Background: an optimization exercise with open tools, aiming at a short achievable clock period and few clock cycles. Do not read the settings as production practice.
Function was checked by simulation only, so behaviour that the tests miss may differ from the original.

==> inputs of 11-16 <==
==> flow/design.v (excerpt) <==
module rv_core (
	input  wire           clock,
	input  wire           reset,
	output rv_pkg::word_t pc,
	input  wire rv_pkg::word_t instr,
	output rv_pkg::word_t data_addr,
	output rv_pkg::word_t data_out,
	input  wire rv_pkg::word_t data_in,
	output logic          ren,
	output logic          wen
);
	localparam int np = 16;
	logic [31:0] f_pc;
	logic [1:0]  pht     [np];
	logic [3:0]  lp_cur  [np];
	logic [3:0]  lp_trip [np];
	logic        lp_conf [np];
	logic        pr_f    [np];
	logic        pr_b    [np];
	logic        up_v;
	logic        up_taken;
	logic [3:0]  up_idx;
	logic [10:0] up_old;
	logic        e_valid;
	logic [3:0]  e_idx;
	logic [10:0] e_old;
	logic [4:0]  e_rd;
	logic        e_wr;
	logic        e_ld;
	logic        e_st;
	logic        e_br;
	logic        e_jal;
	logic        e_pt;
	logic        e_ok;
	logic [31:0] e_pc4;
	logic [31:13] e_pchi;
	logic [31:13] e_ofshi;
	logic        e_c13;
	logic [12:0] e_lo;
	logic        e_inv;
	logic        e_sum;
	logic        e_slt;
	logic        e_and;
	logic        e_or;
	logic        e_xor;
	logic [31:0] e_a;
	logic [31:0] e_b;
	logic [31:0] e_sd;
	logic        e_fa;
	logic        e_fb;
	logic        e_s_rr;
	logic        e_s_mr;
	logic        e_s_rma;
	logic        e_s_rms;
	logic        e_s_mm;
  ...
export LEC_CHECK = 0
export ABC_CLOCK_PERIOD_IN_PS = 2500
export CAP_MARGIN = 20
export CELL_PAD_IN_SITES_DETAIL_PLACEMENT = 1
export CORE_MARGIN = 2
export CORE_UTILIZATION = 35
export SETUP_SLACK_MARGIN = 5
export SLEW_MARGIN = 20
create_clock -name core_clock -period 8.0 [get_ports {clock}]
run.sh (not shown) runs the stock make flow with config.mk's settings and CLKGATE_MAP_FILE= SYNTH_SCRIPT=/design/flow/synth_recipe.tcl, a recipe that flattens the netlist after the stock synthesis.
==> inputs of 01-02, as changes to 11-16 <==
--- a/flow/config.mk
+++ b/flow/config.mk
@@ -8,7 +8,7 @@
 export ABC_CLOCK_PERIOD_IN_PS = 2500
 export CAP_MARGIN = 20
-export CELL_PAD_IN_SITES_DETAIL_PLACEMENT = 1
 export CORE_MARGIN = 2
-export CORE_UTILIZATION = 35
+export CORE_UTILIZATION = 30
+export PLACE_DENSITY = 0.5
 export SETUP_SLACK_MARGIN = 5
 export SLEW_MARGIN = 20
==> results.txt <==
                                                                                    01-02                     11-16
Run status                                               no timing/DRC/antenna violations    stopped before the end
Failing step                                                                            -  global routing (5_1_grt)
Placement Rows                                                                        195                       181
Last weighted congestion value of the routability-driven placer                     0.991                      1.01
Starting density of the core                                                        0.302                     0.351
Cts repair resizes                                                                   1655                      1558
Area fraction of the dominant cell type after synthesis                             0.357                     0.357
Detailed placer's ending HPWL                                              281000 microns            277000 microns
Post-placement cell area                                                     0.0926 sq mm              0.0918 sq mm
Die outline width                                                             537 microns               497 microns
Placed Cells                                                                        11.6k                     11.1k
Maximum clock path buffer count                                                         4                         3
Worst-case setup slack after placement                                            1.68 ns                   1.74 ns
Total clock buffers created by CTS                                                    189                       177
Vertical die dimension                                                        537 microns               497 microns
Setup bufs post-CTS                                                                   661                       612
Most instantiated library cell after synthesis                   sky130_fd_sc_hd__dfrtp_1  sky130_fd_sc_hd__dfrtp_1
Testbench counts of 11-16, summed over its fixed seeds: cycles 39,620.
Testbench counts of 01-02, summed over its fixed seeds: cycles 39,620.

========
==> run a: inputs <==
==> flow/design.v <==
`default_nettype none
package rv_pkg;
	localparam int xlen = 32;
	typedef logic [xlen-1:0] word_t;
	typedef logic [4:0] reg_addr_t;
	localparam word_t initial_pc = 32'h0000_0000;
	localparam logic [6:0] op_reg    = 7'b0110011;
	localparam logic [6:0] op_imm    = 7'b0010011;
	localparam logic [6:0] op_load   = 7'b0000011;
	localparam logic [6:0] op_store  = 7'b0100011;
	localparam logic [6:0] op_branch = 7'b1100011;
	localparam logic [6:0] op_jal    = 7'b1101111;
	localparam logic [2:0] f3_add_sub = 3'b000;
	localparam logic [2:0] f3_slt     = 3'b010;
	localparam logic [2:0] f3_xor     = 3'b100;
	localparam logic [2:0] f3_or      = 3'b110;
	localparam logic [2:0] f3_and     = 3'b111;
	localparam logic [2:0] f3_beq     = 3'b000;
	typedef enum logic [2:0] {
		alu_add,
		alu_sub,
		alu_and,
		alu_or,
		alu_xor,
		alu_slt
	} alu_op_t;
	typedef union packed {
		struct packed {
			logic [6:0] funct7;
			reg_addr_t  rs2;
			reg_addr_t  rs1;
			logic [2:0] funct3;
			reg_addr_t  rd;
			logic [6:0] opcode;
		} r_fields;
		struct packed {
			logic [11:0] imm12;
			reg_addr_t   rs1;
			logic [2:0]  funct3;
			reg_addr_t   rd;
			logic [6:0]  opcode;
		} i_fields;
	} instr_u;
	localparam word_t nop_instr = 32'h0000_0013;
endpackage
`default_nettype wire
`timescale 1ns/1ps
`default_nettype none
module register_file (
	input  wire        clock,
	input  wire        reset,
	input  wire [31:1] sel_a,
	input  wire [31:1] sel_b,
	input  wire [4:0]  wa,
	input  wire        we,
	input  wire [31:0] wd,
	output logic [31:0] rd_a,
	output logic [31:0] rd_b
);
	logic [31:0] regs [1:31];
	always_ff @(posedge clock or negedge reset) begin
		if (!reset) begin
			for (int i = 1; i < 32; i++) begin
				regs[i] <= '0;
			end
		end else if (we && wa != 5'd0) begin
			regs[wa] <= wd;
		end
	end
	always_comb begin
		rd_a = '0;
		rd_b = '0;
		for (int i = 1; i < 32; i++) begin
			rd_a = rd_a | ({32{sel_a[i]}} & regs[i]);
			rd_b = rd_b | ({32{sel_b[i]}} & regs[i]);
		end
	end
endmodule
`default_nettype wire
`timescale 1ns/1ps
`default_nettype none
module rv_core (
	input  wire           clock,
	input  wire           reset,
	output rv_pkg::word_t pc,
	input  wire rv_pkg::word_t instr,
	output rv_pkg::word_t data_addr,
	output rv_pkg::word_t data_out,
	input  wire rv_pkg::word_t data_in,
	output logic          ren,
	output logic          wen
);
	localparam int np = 16;
	logic [31:0] f_pc;
	logic [1:0]  pht     [np];
	logic [3:0]  lp_cur  [np];
	logic [3:0]  lp_trip [np];
	logic        lp_conf [np];
	logic        pr_f    [np];
	logic        pr_b    [np];
	logic        up_v;
	logic        up_taken;
	logic [3:0]  up_idx;
	logic [10:0] up_old;
	logic        e_valid;
	logic [3:0]  e_idx;
	logic [10:0] e_old;
	logic [4:0]  e_rd;
	logic        e_wr;
	logic        e_ld;
	logic        e_st;
	logic        e_br;
	logic        e_jal;
	logic        e_pt;
	logic        e_ok;
	logic [31:0] e_pc4;
	logic [31:13] e_pchi;
	logic [31:13] e_ofshi;
	logic        e_c13;
	logic [12:0] e_lo;
	logic        e_inv;
	logic        e_sum;
	logic        e_slt;
	logic        e_and;
	logic        e_or;
	logic        e_xor;
	logic [31:0] e_a;
	logic [31:0] e_b;
	logic [31:0] e_sd;
	logic        e_fa;
	logic        e_fb;
	logic        e_s_rr;
	logic        e_s_mr;
	logic        e_s_rma;
	logic        e_s_rms;
	logic        e_s_mm;
	logic        e_fsd_m;
	logic        e_fsd_ld;
	logic        m_wr;
	logic        m_ld;
	logic [4:0]  m_rd;
	logic [31:0] m_result;
	logic [31:0] m_resn;
	logic [31:0] m_addr;
	logic        w_wr;
	logic [4:0]  w_rd;
	logic [31:0] w_data;
	assign pc        = f_pc;
	assign data_addr = m_addr;
	logic [6:0]  f_op;
	logic [2:0]  f_f3;
	logic [4:0]  f_rs1;
	logic [4:0]  f_rs2;
	logic [4:0]  f_rdn;
	logic        f_reg;
	logic        f_imm;
	logic        f_ld;
	logic        f_st;
	logic        f_br;
	logic        f_jal;
	logic        f_wr;
	logic        f_use1;
	logic        f_use2;
	logic        f_inv;
	logic [31:0] imm_i;
	logic [31:0] imm_s;
	logic [31:0] imm_b;
	logic [31:0] imm_j;
	assign f_op  = instr[6:0];
	assign f_f3  = instr[14:12];
	assign f_rs1 = instr[19:15];
	assign f_rs2 = instr[24:20];
	assign f_rdn = instr[11:7];
	assign f_reg = f_op == rv_pkg::op_reg;
	assign f_imm = f_op == rv_pkg::op_imm;
	assign f_ld  = f_op == rv_pkg::op_load;
	assign f_st  = f_op == rv_pkg::op_store;
	assign f_br  = f_op == rv_pkg::op_branch && f_f3 == rv_pkg::f3_beq;
	assign f_jal = f_op == rv_pkg::op_jal;
	assign f_wr   = (f_reg || f_imm || f_ld || f_jal) && f_rdn != 5'd0;
	assign f_use1 = f_reg || f_imm || f_ld || f_st || f_br;
	assign f_use2 = f_reg || f_br;
	assign f_inv  = f_reg && ((f_f3 == 3'b000 && instr[30]) || f_f3 == 3'b010);
	assign imm_i = {{20{instr[31]}}, instr[31:20]};
	assign imm_s = {{20{instr[31]}}, instr[31:25], instr[11:7]};
	assign imm_b = {{20{instr[31]}}, instr[7], instr[30:25], instr[11:8], 1'b0};
	assign imm_j = {{12{instr[31]}}, instr[19:12], instr[20], instr[30:21], 1'b0};
	logic        f_pf;
	logic        f_pb;
	logic        f_take;
	assign f_pf   = pr_f[f_pc[5:2]];
	assign f_pb   = pr_b[f_pc[5:2]];
	assign f_take = f_jal || (f_br && (f_rs1 == f_rs2 ||
		(instr[31] ? f_pb : f_pf)));
	logic [13:0] f_lo_b;
	logic [13:0] f_lo_j;
	logic [31:0] f_tgt;
	logic        f_ok;
	assign f_lo_b = {1'b0, f_pc[12:0]} + {1'b0, imm_b[12:0]};
	assign f_lo_j = {1'b0, f_pc[12:0]} + {1'b0, imm_j[12:0]};
	assign f_tgt  = {f_pc[31:13], f_jal ? f_lo_j[12:0] : f_lo_b[12:0]};
	assign f_ok   = f_jal ?
		((!instr[31] && instr[19:13] == 7'h00 && !f_lo_j[13]) ||
		(instr[31] && instr[19:13] == 7'h7f && f_lo_j[13])) :
		(f_lo_b[13] == instr[31]);
	logic [31:1] f_oh1;
	logic [31:1] f_oh2;
	logic [31:0] rf_a;
	logic [31:0] rf_b;
	logic [31:0] va;
	logic [31:0] vb;
	logic [31:0] m_val;
	always_comb begin
		for (int i = 1; i < 32; i++) begin
			f_oh1[i] = f_rs1 == 5'(i);
			f_oh2[i] = f_rs2 == 5'(i);
		end
	end
	register_file i_register_file (
		.clock (clock),
		.reset (reset),
		.sel_a (f_oh1),
		.sel_b (f_oh2),
		.wa    (w_rd),
		.we    (w_wr),
		.wd    (w_data),
		.rd_a  (rf_a),
		.rd_b  (rf_b)
	);
	assign m_val = m_ld ? data_in : m_result;
	assign va = (m_wr && m_rd == f_rs1) ? m_val : ((w_wr && w_rd == f_rs1) ? w_data : rf_a);
	assign vb = (m_wr && m_rd == f_rs2) ? m_val : ((w_wr && w_rd == f_rs2) ? w_data : rf_b);
	logic        stall;
	logic        e_prod;
	logic        fa;
	logic        fb;
	assign stall = e_valid && e_ld && e_wr &&
		((f_use1 && f_rs1 == e_rd) || (f_use2 && f_rs2 == e_rd));
	assign e_prod = e_valid && e_wr && !e_ld;
	assign fa = f_use1 && e_prod && e_rd == f_rs1;
	assign fb = f_use2 && e_prod && e_rd == f_rs2;
	logic [31:0] s_rr;
	logic [31:0] s_mr;
	logic [31:0] s_rma;
	logic [31:0] s_rms;
	logic [31:0] s_mm;
	logic [31:0] sum;
	logic [31:0] opa;
	logic [31:0] opb;
	logic        bb31;
	logic        lt;
	logic [31:0] result;
	logic        eq;
	logic [19:0] e_hi;
	logic [31:0] e_tgt;
	logic        e_redir;
	logic [31:0] e_rtgt;
	logic [31:0] sd;
	function automatic logic [31:0] add_c(input logic [31:0] a, input logic [31:0] b,
		input logic cin);
		logic [32:0] t;
		t = {a, 1'b1} + {b, cin};
		add_c = t[32:1];
	endfunction
	assign s_rr  = add_c(e_a, e_b, e_inv);
	assign s_mr  = add_c(m_result, e_b, e_inv);
	assign s_rma = e_a + m_result;
	assign s_rms = add_c(e_a, m_resn, 1'b1);
	assign s_mm  = e_inv ? 32'd0 : {m_result[30:0], 1'b0};
	assign sum = ({32{e_s_rr}} & s_rr) | ({32{e_s_mr}} & s_mr) |
		({32{e_s_rma}} & s_rma) | ({32{e_s_rms}} & s_rms) | ({32{e_s_mm}} & s_mm);
	assign opa  = e_fa ? m_result : e_a;
	assign opb  = e_fb ? m_result : e_b;
	assign bb31 = e_fb ? (m_result[31] ^ e_inv) : e_b[31];
	assign lt   = (opa[31] == bb31) ? opa[31] : sum[31];
	assign result = ({32{e_sum}} & sum) |
		({32{e_and}} & (opa & opb)) |
		({32{e_or}} & (opa | opb)) |
		({32{e_xor}} & (opa ^ opb)) |
		{31'd0, e_slt & lt};
	always_comb begin
		case ({e_fa, e_fb})
			2'b00: eq = e_a == e_b;
			2'b10: eq = m_result == e_b;
			2'b01: eq = e_a == m_result;
			default: eq = 1'b1;
		endcase
	end
	assign e_hi  = {e_pchi, 1'b1} + {e_ofshi, e_c13};
	assign e_tgt = {e_hi[19:1], e_lo};
	assign e_redir = e_valid && ((e_br && eq != e_pt) || (e_pt && !e_ok));
	assign e_rtgt  = (e_jal || eq) ? e_tgt : e_pc4;
	assign sd = e_fsd_ld ? data_in : (e_fsd_m ? m_result : e_sd);
	always_ff @(posedge clock or negedge reset) begin
		if (!reset) begin
			f_pc <= rv_pkg::initial_pc;
		end else if (e_redir) begin
			f_pc <= e_rtgt;
		end else if (!stall) begin
			f_pc <= f_take ? f_tgt : f_pc + 32'd4;
		end
	end
	always_ff @(posedge clock or negedge reset) begin
		if (!reset) begin
			e_valid  <= 1'b0;
			e_wr     <= 1'b0;
			e_ld     <= 1'b0;
			e_st     <= 1'b0;
			e_br     <= 1'b0;
			e_jal    <= 1'b0;
			e_pt     <= 1'b0;
			e_ok     <= 1'b0;
			e_fsd_m  <= 1'b0;
			e_fsd_ld <= 1'b0;
		end else begin
			e_valid  <= !stall && !e_redir;
			e_wr     <= f_wr;
			e_ld     <= f_ld;
			e_st     <= f_st;
			e_br     <= f_br;
			e_jal    <= f_jal;
			e_pt     <= f_take;
			e_ok     <= f_ok;
			e_fsd_m  <= f_st && e_prod && e_rd == f_rs2;
			e_fsd_ld <= f_st && e_valid && e_wr && e_ld && e_rd == f_rs2;
		end
	end
	always_ff @(posedge clock) begin
		e_idx    <= f_pc[5:2];
		e_old    <= {pht[f_pc[5:2]], lp_cur[f_pc[5:2]], lp_trip[f_pc[5:2]], lp_conf[f_pc[5:2]]};
		e_rd     <= f_rdn;
		e_pc4    <= f_pc + 32'd4;
		e_pchi   <= f_pc[31:13];
		e_ofshi  <= f_jal ? imm_j[31:13] : imm_b[31:13];
		e_c13    <= f_jal ? f_lo_j[13] : f_lo_b[13];
		e_lo     <= f_tgt[12:0];
		e_inv    <= f_inv;
		e_slt    <= f_reg && f_f3 == 3'b010;
		e_xor    <= f_reg && f_f3 == 3'b100;
		e_or     <= f_reg && f_f3 == 3'b110;
		e_and    <= f_reg && f_f3 == 3'b111;
		e_sum    <= !(f_reg && (f_f3 == 3'b010 || f_f3 == 3'b100 ||
			f_f3 == 3'b110 || f_f3 == 3'b111));
		e_fa     <= fa;
		e_fb     <= fb;
		e_s_rr   <= !fa && !fb;
		e_s_mr   <= fa && !fb;
		e_s_rma  <= !fa && fb && !f_inv;
		e_s_rms  <= !fa && fb && f_inv;
		e_s_mm   <= fa && fb;
		e_a      <= f_jal ? 32'd0 : va;
		e_b      <= f_jal ? f_pc + 32'd4 : ((f_imm || f_ld) ? imm_i :
			(f_st ? imm_s : (f_inv ? ~vb : vb)));
		e_sd     <= vb;
	end
	always_ff @(posedge clock or negedge reset) begin
		if (!reset) begin
			m_wr <= 1'b0;
			m_ld <= 1'b0;
			ren  <= 1'b0;
			wen  <= 1'b0;
			w_wr <= 1'b0;
			up_v <= 1'b0;
		end else begin
			m_wr <= e_valid && e_wr;
			m_ld <= e_ld;
			ren  <= e_valid && e_ld;
			wen  <= e_valid && e_st;
			w_wr <= m_wr;
			up_v <= e_valid && e_br;
		end
	end
	always_ff @(posedge clock) begin
		m_rd     <= e_rd;
		m_result <= result;
		m_resn   <= ~result;
		m_addr   <= sum;
		data_out <= sd;
		w_rd     <= m_rd;
		w_data   <= m_val;
		up_taken <= eq;
		up_idx   <= e_idx;
		up_old   <= e_old;
	end
	logic [1:0]  u_ctr;
	logic [3:0]  u_cur;
	logic [3:0]  u_trip;
	logic        u_conf;
	always_comb begin
		{u_ctr, u_cur, u_trip, u_conf} = up_old;
		if (up_taken) begin
			if (u_ctr != 2'd3) u_ctr = u_ctr + 2'd1;
			u_conf = u_cur != 4'd15;
			u_trip = u_cur;
			u_cur  = 4'd0;
		end else begin
			if (u_ctr != 2'd0) u_ctr = u_ctr - 2'd1;
			if (u_cur != 4'd15) u_cur = u_cur + 4'd1;
		end
	end
	always_ff @(posedge clock or negedge reset) begin
		if (!reset) begin
			for (int i = 0; i < np; i++) begin
				pht[i]     <= 2'd1;
				lp_cur[i]  <= 4'd0;
				lp_trip[i] <= 4'd0;
				lp_conf[i] <= 1'b0;
				pr_f[i]    <= 1'b0;
				pr_b[i]    <= 1'b1;
			end
		end else if (up_v) begin
			pht[up_idx]     <= u_ctr;
			lp_cur[up_idx]  <= u_cur;
			lp_trip[up_idx] <= u_trip;
			lp_conf[up_idx] <= u_conf;
			pr_f[up_idx]    <= u_conf ? u_cur == u_trip : u_ctr[1];
			pr_b[up_idx]    <= u_conf ? u_cur == u_trip : u_ctr != 2'd0;
		end
	end
endmodule
`default_nettype wire
==> flow/run.sh <==
#!/bin/bash
# synth_recipe.tcl (not shown) runs the flow's synth.tcl, then flattens the netlist and writes it again
# the make line also repeats each setting of config.mk as NAME=value (left out here)
make -C /OpenROAD-flow-scripts/flow DESIGN_CONFIG=/design/flow/config.mk WORK_HOME=/design/flow/orfs CLKGATE_MAP_FILE= SYNTH_SCRIPT=/design/flow/synth_recipe.tcl finish
==> flow/config.mk <==
export PLATFORM = sky130hd
export DESIGN_NAME = rv_core
export DESIGN_NICKNAME = rv_core
export VERILOG_FILES = /design/flow/design.v
export SDC_FILE = /design/flow/constraint.sdc
export NUM_CORES = 4
export LEC_CHECK = 0
export ABC_CLOCK_PERIOD_IN_PS = 2500
export CAP_MARGIN = 20
export CORE_MARGIN = 2
export CORE_UTILIZATION = 65
export CTS_CLUSTER_DIAMETER = 100
export CTS_CLUSTER_SIZE = 50
export PLACE_DENSITY = 0.75
export SETUP_SLACK_MARGIN = 5
export SLEW_MARGIN = 20
==> flow/constraint.sdc <==
create_clock -name core_clock -period 8.0 [get_ports {clock}]
set_input_delay 1.6000 -clock core_clock [delete_from_list [all_inputs] [get_ports {clock}]]
set_output_delay 1.6000 -clock core_clock [all_outputs]
set_load 0.01 [all_outputs]
==> run b: changes against run a <==
--- a/flow/design.v
+++ b/flow/design.v
@@ -135,4 +135,7 @@
 	logic        e_s_rms;
 	logic        e_s_mm;
+	logic        e_l_rr;
+	logic        e_l_mr;
+	logic        e_l_rms;
 	logic        e_fsd_m;
 	logic        e_fsd_ld;
@@ -182,4 +185,7 @@
 	assign f_use2 = f_reg || f_br;
 	assign f_inv  = f_reg && ((f_f3 == 3'b000 && instr[30]) || f_f3 == 3'b010);
+	logic        f_sum;
+	assign f_sum  = !(f_reg && (f_f3 == 3'b010 || f_f3 == 3'b100 ||
+		f_f3 == 3'b110 || f_f3 == 3'b111));
 	assign imm_i = {{20{instr[31]}}, instr[31:20]};
 	assign imm_s = {{20{instr[31]}}, instr[31:25], instr[11:7]};
@@ -273,6 +279,8 @@
 	assign opb  = e_fb ? m_result : e_b;
 	assign bb31 = e_fb ? (m_result[31] ^ e_inv) : e_b[31];
-	assign lt   = (opa[31] == bb31) ? opa[31] : sum[31];
-	assign result = ({32{e_sum}} & sum) |
+	logic        sub31;
+	assign sub31 = (e_l_rr & s_rr[31]) | (e_l_mr & s_mr[31]) | (e_l_rms & s_rms[31]);
+	assign lt   = (opa[31] == bb31) ? opa[31] : sub31;
+	assign result = sum |
 		({32{e_and}} & (opa & opb)) |
 		({32{e_or}} & (opa | opb)) |
@@ -340,13 +348,15 @@
 		e_or     <= f_reg && f_f3 == 3'b110;
 		e_and    <= f_reg && f_f3 == 3'b111;
-		e_sum    <= !(f_reg && (f_f3 == 3'b010 || f_f3 == 3'b100 ||
-			f_f3 == 3'b110 || f_f3 == 3'b111));
+		e_sum    <= f_sum;
 		e_fa     <= fa;
 		e_fb     <= fb;
-		e_s_rr   <= !fa && !fb;
-		e_s_mr   <= fa && !fb;
-		e_s_rma  <= !fa && fb && !f_inv;
-		e_s_rms  <= !fa && fb && f_inv;
-		e_s_mm   <= fa && fb;
+		e_s_rr   <= f_sum && !fa && !fb;
+		e_s_mr   <= f_sum && fa && !fb;
+		e_s_rma  <= f_sum && !fa && fb && !f_inv;
+		e_s_rms  <= f_sum && !fa && fb && f_inv;
+		e_s_mm   <= f_sum && fa && fb;
+		e_l_rr   <= !fa && !fb;
+		e_l_mr   <= fa && !fb;
+		e_l_rms  <= !fa && fb;
 		e_a      <= f_jal ? 32'd0 : va;
 		e_b      <= f_jal ? f_pc + 32'd4 : ((f_imm || f_ld) ? imm_i :
CORE_UTILIZATION = 30   (was 65)
CTS_CLUSTER_DIAMETER = default   (was 100)
CTS_CLUSTER_SIZE = default   (was 50)
PLACE_DENSITY = default   (was 0.75)
==> results.txt <==
Run a did not get past global routing. Run b went through all stages and came out clean. Between run a and run b, the lower synthesized cell count is in run a (gap about 1.2%, measured against run b). In run a the synthesized area is smaller than in run b, by about 0.3%.
==> figures <==
| quantity | run a | run b |
|---|---|---|
| Outcome | stopped before the end | no timing/DRC/antenna violations |
| Stage where the flow stopped | global routing | - |
| # placed instances | 9498 | 11621 |
| Post-synth net total | 8374 | 8471 |
| Compound-gate portion of the synthesized area | 18.1% | 18.1% |
| Area fraction in and, or, nand and nor cells after synthesis | 9.88% | 10.4% |
| Mapped cell area | 85000 sq um | 85200 sq um |
| Number of instances resized during post-cts repair | 1342 | 1508 |
| Number of buffers between clock root and the deepest sink | 3 | 4 |
| Area share of the largest cell type after synthesis | 35.8% | 35.7% |
| Cell count after synthesis | 8072 | 8169 |
| H-tree lvl count | 2 | 4 |
| Number of storage elements in the synthesis netlist | 1635 | 1637 |
| Share of synthesized flip-flops with an asynchronous set or reset | 76.3% | 76.2% |
Testbench counts of run a, summed over its fixed seeds: cycles 39,620.
Testbench counts of run b, summed over its fixed seeds: cycles 39,620.

## what the ideal ports hide
In the flow no input, the clock included, has a driving cell. The finished layouts below were timed again as built, in two steps. Step 1, drivers: a clkbuf_16 drives clock and a buf_2 each remaining input, both assumed. Step 2 also shifts input and output timing later by t, the mid clock arrival at the registers, as if the neighbouring blocks saw the same clock. a / b / c = ideal / step 1 / step 2; a / b = the first two.
run | shift t [ns] | setup WS [ns] | worst setup path after step 2 | latest minus earliest clock arrival (ns) | cell pins on the clock port's net
01-02 | 0.970 | 4.446 / 4.391 / 3.421 | input to register | 0.095 / 0.095 | 1
run b | 1.030 | 4.562 / 4.571 / 3.545 | input to register | 0.086 / 0.087 | 1
After both steps setup and hold are still met in every run listed. The setup slack of 01-02, which loses most, moves by -0.055 ns with the drivers and by -1.025 ns with both steps.
